Context: an optimization exercise on an open-source flow, tuned for small area, a short achievable clock period and few clock cycles per item. The choices shown serve that exercise and are no tape-out recipe.

==> inputs of 06-12 <==
Design comp_mult_top, start of the top module:
module comp_mult_top
#(
    parameter logic [15:0] APB_BASE = '0   
) (
    input  logic        clk,
    input  logic        rst_n,
    input  logic [15:0] paddr,
    input  logic        pwrite,
    input  logic [15:0] pwdata,
    input  logic        psel,
    output logic        pready,
    output logic [15:0] prdata,
    output logic        pslverr,
    output logic        mem_ce,
    output logic        mem_we,
    output logic [15:0] mem_addr,
    output logic [7:0]  mem_wr_data,
    input  logic [7:0]  mem_rd_data
);
clock: 6.5 ns
lec_check: 0
cap_margin: 20
core_margin: 2
core_utilization: 40
cts_buf_list: sky130_fd_sc_hd__clkbuf_4 sky130_fd_sc_hd__clkbuf_8
cts_cluster_diameter: 60
cts_cluster_size: 30
setup_slack_margin: 3.6
slew_margin: 20
standard.sh (not shown) runs the stock make flow with config.mk's settings and CLKGATE_MAP_FILE= SYNTH_SCRIPT=/design/flow/synth_recipe.tcl, a recipe that flattens the netlist after the stock synthesis.
==> flow/flow/run.sh <==
#!/bin/bash
# standard layout, with plain buffers on the ports
set -euo pipefail
bash standard.sh BUFFER_PORTS_ARGS="-buffer_cell sky130_fd_sc_hd__buf_2" finish > standard.log 2>&1
==> 02-17 (differences from 06-12) <==
--- a/flow/design.v
+++ b/flow/design.v
@@ -88,60 +88,44 @@
     always_ff @(posedge clk) begin
         rd_q <= ofs[1] ? busy : done;
     end
     logic [4:0]  jc;
     logic [9:0]  s;          
     logic        lastf;      
     logic        f0;         
+    logic        rd_slot;
+    logic        wr_slot;
     logic        fend;
     logic        fin;
     assign s[0] = ~jc[4] & ~jc[0];
     assign s[1] =  jc[0] & ~jc[1];
     assign s[2] =  jc[1] & ~jc[2];
     assign s[3] =  jc[2] & ~jc[3];
     assign s[4] =  jc[3] & ~jc[4];
     assign s[5] =  jc[4] &  jc[0];
     assign s[6] = ~jc[0] &  jc[1];
     assign s[7] = ~jc[1] &  jc[2];
     assign s[8] = ~jc[2] &  jc[3];
     assign s[9] = ~jc[3] &  jc[4];
+    assign rd_slot = ~lastf & ~jc[3] & ~jc[4];                        
+    assign wr_slot = lastf ? (s[1] | s[2] | s[3] | s[4] | s[5] | s[6])
+                           : (~f0 & (jc[3] | jc[4]));                 
     assign fend    = lastf ? s[6] : s[9];
     assign fin     = busy & lastf & fend;
-    logic o_rd1, o_rd2, o_ce, o_we;
-    logic num_nz;
-    logic rd1_n, rd2_n, wr_n;
-    assign num_nz = (num != 16'd0);
-    assign rd1_n  = go | (busy & ~lastf & (s[0] | (s[9] & num_nz)));
-    assign rd2_n  = busy & ~lastf & (s[1] | s[2]);
-    assign wr_n   = busy & (lastf ? (s[0] | s[1] | s[2] | s[3] | s[4] | s[5])
-                                  : (~f0 & (s[3] | s[4] | s[5] | s[6] | s[7] | s[8])));
-    always_ff @(posedge clk or negedge rst_n) begin
-        if (!rst_n) begin
-            o_ce <= 1'b0;
-            o_we <= 1'b0;
-        end else begin
-            o_ce <= rd1_n | rd2_n | wr_n;
-            o_we <= wr_n;
-        end
-    end
-    always_ff @(posedge clk) begin
-        o_rd1 <= rd1_n;
-        o_rd2 <= rd2_n;
-    end
-    assign mem_ce   = o_ce;
-    assign mem_we   = o_we;
-    assign mem_addr = o_rd1 ? op1_ptr : (o_rd2 ? op2_ptr : res_ptr);
+    assign mem_ce   = busy & (rd_slot | wr_slot);
+    assign mem_we   = busy & wr_slot;
+    assign mem_addr = rd_slot ? (jc[1] ? op2_ptr : op1_ptr) : res_ptr;
     logic [15:0] addr_inc;
     logic [15:0] ptr_d;
     assign addr_inc = mem_addr + 16'd1;
     assign ptr_d    = busy ? addr_inc : pwdata;
     always_ff @(posedge clk) begin
-        if ((wr_en & (ofs == 3'd0)) | o_rd1)       op1_ptr <= ptr_d;
-        if ((wr_en & (ofs == 3'd1)) | o_rd2)       op2_ptr <= ptr_d;
-        if ((wr_en & (ofs == 3'd2)) | o_we)           res_ptr <= ptr_d;
+        if ((wr_en & (ofs == 3'd0)) | (busy & rd_slot & ~jc[1])) op1_ptr <= ptr_d;
+        if ((wr_en & (ofs == 3'd1)) | (busy & rd_slot &  jc[1])) op2_ptr <= ptr_d;
+        if ((wr_en & (ofs == 3'd2)) | (busy & wr_slot))          res_ptr <= ptr_d;
         if (wr_en & (ofs == 3'd3))
             num <= pwdata;
         else if (busy & ~lastf & s[3])
             num <= num - 16'd1;
     end
     always_ff @(posedge clk) begin
         if (go) begin
@@ -186,64 +170,40 @@
     logic signed [16:0] yr;
     always_ff @(posedge clk) begin
         if (s[1]) opa <= mem_rd_data;
         if (s[2]) opb <= mem_rd_data;
         if (s[3]) opc <= mem_rd_data;
         if (s[4]) opd <= mem_rd_data;
     end
-    logic sel_b;                  
-    logic [1:0] bneg, bone, btwo;   
-    logic acc_x, acc_y, acc_first;   
-    logic       nx_d, nx_hi, nx_neg;
-    logic [7:0] nx_src;
-    logic [3:0] nx_nib;
-    logic       nx_m1;
-    logic [2:0] trip0, trip1;
-    assign nx_d   = s[6] | s[7] | s[0] | s[1];
-    assign nx_hi  = s[5] | s[7] | s[9] | s[1];
-    assign nx_neg = s[0] | s[1];
-    assign nx_src = nx_d ? opd : opc;
-    assign nx_nib = nx_hi ? nx_src[7:4] : nx_src[3:0];
-    assign nx_m1  = nx_hi & nx_src[3];
-    assign trip0  = {nx_nib[1:0], nx_m1};
-    assign trip1  = nx_nib[3:1];
-    always_ff @(posedge clk) begin
-        sel_b   <= s[4] | s[5] | s[0] | s[1];
-        bone[0] <= trip0[1] ^ trip0[0];
-        btwo[0] <= (trip0[2] & ~trip0[1] & ~trip0[0]) | (~trip0[2] & trip0[1] & trip0[0]);
-        bneg[0] <= (trip0[2] & ~(trip0[1] & trip0[0])) ^ nx_neg;
-        bone[1] <= trip1[1] ^ trip1[0];
-        btwo[1] <= (trip1[2] & ~trip1[1] & ~trip1[0]) | (~trip1[2] & trip1[1] & trip1[0]);
-        bneg[1] <= (trip1[2] & ~(trip1[1] & trip1[0])) ^ nx_neg;
-        p_hi    <= s[6] | s[8] | s[0] | s[2];
-        acc_y     <= s[5] | s[6] | s[7] | s[8];                     
-        acc_x     <= s[9] | s[0] | s[1] | s[2];                     
-        acc_first <= s[5] | s[9];                                   
-    end
+    logic sel_b, sel_d, hi;
+    logic acc_en, acc_y, acc_first, acc_sub;
+    assign sel_b     = s[7] | s[8] | s[1] | s[2];
+    assign sel_d     = s[5] | s[6] | s[1] | s[2];
+    assign hi        = s[6] | s[8] | s[0] | s[2];
+    assign acc_en    = ~(s[4] | s[5]);
+    assign acc_y     = jc[4] & ~jc[0];                                
+    assign acc_first = s[6] | s[0];
+    assign acc_sub   = s[2] | s[3];
     logic signed [7:0] mul_a;
-    logic [8:0]  pm0, pm1, px0, px1;
-    logic [11:0] row0, row1, row2;
-    assign mul_a = sel_b ? opb : opa;
-    assign pm0   = bone[0] ? {mul_a[7], mul_a} : (btwo[0] ? {mul_a, 1'b0} : 9'd0);
-    assign pm1   = bone[1] ? {mul_a[7], mul_a} : (btwo[1] ? {mul_a, 1'b0} : 9'd0);
-    assign px0   = pm0 ^ {9{bneg[0]}};
-    assign px1   = pm1 ^ {9{bneg[1]}};
-    assign row0  = {{3{px0[8]}}, px0};
-    assign row1  = {px1[8], px1, 1'b0, bneg[0]};
-    assign row2  = {9'd0, bneg[1], 2'b00};
+    logic signed [7:0] mul_bb;
+    logic signed [4:0] mul_n;
+    assign mul_a  = sel_b ? opb : opa;
+    assign mul_bb = sel_d ? opd : opc;
+    assign mul_n  = hi ? {mul_bb[7], mul_bb[7:4]} : {1'b0, mul_bb[3:0]};
     logic signed [16:0] acc_in;
     logic signed [16:0] p_ext;
     logic signed [16:0] sum;
     assign acc_in = acc_first ? 17'sd0 : (acc_y ? yr : xr);
     assign p_ext  = p_hi ? {prod[11], prod, 4'd0} : {{5{prod[11]}}, prod};
-    assign sum    = acc_in + p_ext;
-    always_ff @(posedge clk) begin
-        prod <= row0 + row1 + row2;
-        if (acc_y) yr <= sum;
-        if (acc_x) xr <= sum;
+    assign sum    = acc_sub ? (acc_in - p_ext) : (acc_in + p_ext);
+    always_ff @(posedge clk) begin
+        prod <= 12'(mul_a * mul_n);
+        p_hi <= hi;
+        if (acc_en &  acc_y) yr <= sum;
+        if (acc_en & ~acc_y) xr <= sum;
     end
     logic [5:0] wb;   
     assign wb[0] = lastf ? s[1] : s[4];
     assign wb[1] = lastf ? s[2] : s[5];
     assign wb[2] = lastf ? s[3] : s[6];
     assign wb[3] = lastf ? s[4] : s[7];
     assign wb[4] = lastf ? s[5] : s[8];
==> flow/run.sh (new file) <==
#!/bin/bash
# synth_recipe.tcl (not shown) runs the flow's synth.tcl, then flattens the netlist and writes it again
# the make line also repeats each setting of config.mk as NAME=value (left out here)
make -C /OpenROAD-flow-scripts/flow DESIGN_CONFIG=/design/flow/config.mk WORK_HOME=/design/flow/orfs CLKGATE_MAP_FILE= SYNTH_SCRIPT=/design/flow/synth_recipe.tcl finish
Settings changed: CTS_BUF_LIST sky130_fd_sc_hd__clkbuf_4 sky130_fd_sc_hd__clkbuf_8 to not set, CTS_CLUSTER_DIAMETER 60 to not set, CTS_CLUSTER_SIZE 30 to not set, SETUP_SLACK_MARGIN 3.6 to not set.
removed: flow/flow/run.sh
removed: flow/standard.sh
==> 03-01 (differences from 06-12) <==
Settings changed: CTS_BUF_LIST sky130_fd_sc_hd__clkbuf_4 sky130_fd_sc_hd__clkbuf_8 to not set, CTS_CLUSTER_DIAMETER 60 to not set, CTS_CLUSTER_SIZE 30 to not set.
==> notes.md <==
item	06-12	02-17	03-01
Result of the run	complete, no violations	complete, no violations	complete, no violations
CP Launch Point	lastf	jc[4]	lastf
Type of the worst setup path	flop to output port	flop to flop	flop to output port
DRC violation total after the first TritonRoute iteration	381	498	339
Fraction of area in registers	0.430	0.397	0.422
Asr flop ratio synth	0.0355	0.0258	0.0355
Fraction of standard cell area in multi-input logic	0.411	0.420	0.402
Kind of capture point of the worst setup path	output port	flop	output port
Final instance area	11100 µm²	11100 µm²	11300 µm²
Number of flip-flops and latches in the synthesized netlist	169	155	169
Clock Sink Count	169	155	169
Proportion of cell area spent on the clock network	0.0371	0.0529	0.0534
Count of plain and timing-repair buffers in the layout	126	84	131
Worst r2r src	sel_b	jc[4]	sel_b
Total number of sequential cells	169	155	169
Data arrival time at the worst-slack endpoint	1.74 ns	5.53 ns	1.72 ns
Portion of synthesized cell area occupied by the leading cell type	0.429	0.408	0.429
Share of final layout cell area taken by non-clock buffers	0.0821	0.0725	0.0838
No run of this note included a check of the RTL's function; only the layout flow was run.

## what the ideal ports hide
How much do the figures lean on ideal ports? The routed layouts below were timed once more, with nothing changed but the port constraints. Step 1, drivers: a clkbuf_16 drives clk and a buf_2 each remaining input, both assumed. Step 2 adds t to the input delays and takes it off the output delays; t is the mean of the earliest and latest rising clock arrival at the registers after step 1. Input paths then give back, and output paths get back, about the clock's delay inside the block. Three values: no drivers, after step 1, after step 2; two values: the first two.
| run | t (ns) | setup WS [ns] | slew at the worst register clock pin (ns) | worst slew at a driven data input, ns |
|---|---|---|---|---|
| 06-12 | 0.508 | 3.456 / 3.414 / 3.379 | 0.11 / 0.11 | 0.04 |
| 02-17 | 0.463 | 1.262 / 1.262 / 1.262 | 0.07 / 0.07 | 0.04 |
| 03-01 | 0.479 | 3.479 / 3.431 / 3.396 | 0.08 / 0.08 | 0.04 |
After both steps setup and hold are still met in every run listed. The setup slack of 03-01, which loses most, moves by -0.048 ns with the drivers and by -0.083 ns with both steps.
